Background: an optimization exercise with open tools, aiming at small area and few clock cycles per item. Do not read the settings as production practice.
Where RTL was checked, it was by simulation tests only, not by an equivalence proof against the original.

== run 1 ==
// mac_prime2r
module mac_prime2r #(
  parameter int MAX_TERMS = 1024,
  parameter int CNT_W     = 11
) (
  input  logic         clk,
  input  logic         rst_n,
  input  logic         in_valid,
  output logic         in_ready,
  input  logic         in_last,
  input  logic [23:0]  a,
  input  logic [23:0]  b,
  output logic         out_valid,
  input  logic         out_ready,
  output logic [69:0]  c,
  output logic         err
);
  if ((2 ** CNT_W) <= MAX_TERMS) begin : g_cnt_w_check
    $error("mac_prime2r: CNT_W too narrow for MAX_TERMS");
  end
  logic        acc_keep_s;    
  logic        in_xfer_s;
  logic [69:0] acc_r;         
  logic [69:0] sum_s;
  logic        out_valid_r;
  logic        clr_r;         
  assign in_ready   = ~out_valid_r | out_ready;
  assign in_xfer_s  = in_valid & in_ready;
  assign acc_keep_s = ~((out_valid_r & out_ready) | clr_r);
  assign out_valid  = out_valid_r;
  assign c          = acc_r;
  logic [47:0] nacc;
  assign nacc = ~(acc_r[47:0] & {48{acc_keep_s}});
  logic [11:0] bo_neg;
  logic [11:0] bo_none, bo_ntwo, bo_nneg;    
  logic [25:0] b_ext;
  assign b_ext = {1'b0, b, 1'b0};         
  for (genvar k = 0; k < 12; k++) begin : g_booth
    assign bo_neg[k] = b_ext[2*k+2];
    for (genvar e = 0; e < 1; e++) begin : g_enc
      mac_benc u_enc (.b2(b_ext[2*k+2]), .b1(b_ext[2*k+1]), .b0(b_ext[2*k]), .xfer(in_xfer_s),
                      .none(bo_none[k*1+e]), .ntwo(bo_ntwo[k*1+e]),
                      .nneg(bo_nneg[k*1+e]));
    end
  end
  logic [23:0] na [3];
  for (genvar g = 0; g < 3; g++) begin : g_na
    for (genvar i = 0; i < 24; i++) begin : g_bit
      mac_inv u_inv (.x(a[i]), .y(na[g][i]));
    end
  end
  logic [299:0] nbp;
  for (genvar k = 0; k < 12; k++) begin : g_row
    assign nbp[k*25]    = ~((~na[k/4][0] & ~bo_none[k*1]) ^ bo_neg[k]);
    assign nbp[k*25+24] = ~((~na[k/4][23] & ~bo_ntwo[k*1+0]) ^ bo_neg[k]);
    for (genvar i = 1; i < 24; i++) begin : g_sel
      localparam int E = (i * 1) / 24;
      logic sel;
      mac_o22ai u_sel (.a1(na[k/4][i]), .a2(bo_none[k*1+E]),
                       .b1(na[k/4][i-1]), .b2(bo_ntwo[k*1+E]), .y(sel));
  ...
Settings: LEC_CHECK=0, CAP_MARGIN=0, CORE_MARGIN=2, CORE_UTILIZATION=55, CTS_BUF_LIST=sky130_fd_sc_hd__clkbuf_8 sky130_fd_sc_hd__clkbuf_16, GPL_TIMING_DRIVEN=0, SLEW_MARGIN=0, SYNTH_HIERARCHICAL=1; clock period 8.0 ns.
standard.sh (not shown) runs the stock make flow with config.mk's settings and CLKGATE_MAP_FILE= SYNTH_SCRIPT=/design/flow/synth_recipe.tcl, a recipe that flattens the netlist after the stock synthesis.
==> flow/flow/run.sh <==
#!/bin/bash
# Own layout flow: the standard flow (standard.sh), with the standard
# synthesis unchanged, then the layout steps with a few extra ORFS settings
# read from flow/knobs.txt (one VAR=value per line):
#  - port buffers are plain buffers instead of the default delay-cell choice,
#  - optional extra repair/recovery settings.
# Each step's full output goes to its own log file in this folder.
set -euo pipefail
here=$(pwd)
knobs=()
if [[ -f flow/knobs.txt ]]; then
  while IFS= read -r line; do
    [[ -z "$line" || "$line" == \#* ]] && continue
    knobs+=("$line")
  done < flow/knobs.txt
fi
bash standard.sh synth > "$here/flow_synth.log" 2>&1
bash standard.sh "${knobs[@]}" finish > "$here/flow_layout.log" 2>&1
test -s out/final.def
==> flow/flow/knobs.txt <==
BUFFER_PORTS_ARGS=-buffer_cell sky130_fd_sc_hd__buf_1
RECOVER_POWER=100
Testbench counts of run 1, summed over its fixed seeds: cycles 31,914, items 31,906.
Here is what was changed in the inputs of run 2 compared with run 1.
==> flow/flow/knobs.txt <==
BUFFER_PORTS_ARGS=-buffer_cell sky130_fd_sc_hd__buf_1
==> comparison <==
There was hardly any difference in core utilization between run 2 and run 1.
Any difference in routed wire length between run 1 and run 2 is small enough to ignore.


## v2
Another version of the RTL of mac_prime2r (not shown whole).
Size in the first run: ~1800 cells after synthesis, roughly 130 I/O pins, about 17000 µm² of cells after synthesis.
==> flow/config.mk <==
export PLATFORM = sky130hd
export DESIGN_NAME = mac_prime2r
export DESIGN_NICKNAME = mac_prime2r
export VERILOG_FILES = /design/flow/design.v
export SDC_FILE = /design/flow/constraint.sdc
export NUM_CORES = 4
export LEC_CHECK = 0
export CAP_MARGIN = 20
export CORE_MARGIN = 2
export CORE_UTILIZATION = 40
export GPL_TIMING_DRIVEN = 0
export SLEW_MARGIN = 20
export SYNTH_HIERARCHICAL = 1
==> flow/constraint.sdc <==
create_clock -name core_clock -period 8.0 [get_ports {clk}]
set_input_delay 1.6000 -clock core_clock [delete_from_list [all_inputs] [get_ports {clk}]]
set_output_delay 1.6000 -clock core_clock [all_outputs]
set_load 0.01 [all_outputs]
==> flow/flow/knobs.txt <==
BUFFER_PORTS_ARGS=-buffer_cell sky130_fd_sc_hd__buf_1
Scripts as last shown in full above: flow/flow/run.sh
No crash in v2: every stage finished, but the layout fails its final checks due to setup timing.
Changes in v39 relative to v2:
--- a/flow/flow/knobs.txt
+++ b/flow/flow/knobs.txt
@@ -1,0 +2 @@
+RECOVER_POWER=100
--- outcome ---
Final checks on v39, whose flow otherwise completed, came back failing, citing setup timing. | site row count | v2 vs v39 | ≈ equal |. v2 and v39 ended up with roughly the same highest attainable clock frequency. Of v2 and v39, the higher count of buffer and inverter cells on the critical path belongs to v2. Any difference in wire length reported by the detailed router between v2 and v39 is small enough to ignore.
[inputs] v16 vs v39
==> flow/run.sh (new file) <==
#!/bin/bash
# synth_recipe.tcl (not shown) runs the flow's synth.tcl, then flattens the netlist and writes it again
# the make line also repeats each setting of config.mk as NAME=value (left out here)
make -C /OpenROAD-flow-scripts/flow DESIGN_CONFIG=/design/flow/config.mk WORK_HOME=/design/flow/orfs CLKGATE_MAP_FILE= SYNTH_SCRIPT=/design/flow/synth_recipe.tcl finish
removed: flow/flow/run.sh
removed: flow/flow/knobs.txt
removed: flow/standard.sh
--- outcome ---
- v16 had finished all stages when the layout checks came back failing, citing setup timing.
- v16: routed wire length 3200 µm above v39
- Relative slew slack delta (v16 − v39): favourable
- On via count of the first global-routing pass, the higher figure sits with v16, not v39.
Function was not checked in any run of this note: the RTL went through the layout flow alone.

afterwards: timing with drivers on the ports:
No port has a modelled driver above. Below, the same layouts with a new extraction and two added sets of constraints.
Step 1: set_driving_cell puts a clkbuf_16 on clk and a buf_2 on each other input, an assumption about the parent block.
Step 2, shift: input delay + t, output delay - t, t = (earliest + latest rising clock arrival at the registers) / 2. This alone moves slack from input paths to output paths.
Slacks: ideal ports / drivers / drivers and shift; pairs: ideal ports / drivers.
run | t, ns | slack for setup (ns) | hold WS [ns] | worst data-port slew with drivers (ns)
run 1 | 0.434 | 0.203 / 0.234 / -0.200 | 0.494 / 0.494 / 0.494 | 0.05
run 2 | 0.432 | 0.218 / 0.249 / -0.184 | 0.492 / 0.492 / 0.492 | 0.05
v2 | 0.444 | -0.179 / -0.174 / -0.618 | 0.471 / 0.471 / 0.471 | 0.11
v39 | 0.444 | -0.178 / -0.178 / -0.622 | 0.471 / 0.471 / 0.471 | 0.11
v16 | 0.447 | -0.184 / -0.161 / -0.608 | 0.472 / 0.472 / 0.472 | 0.09
With both steps, setup timing fails in run 1 and run 2, where it was met with ideal ports. The setup slack of v39, which loses most, moves by 0.000 ns with the drivers and by -0.444 ns with both steps.
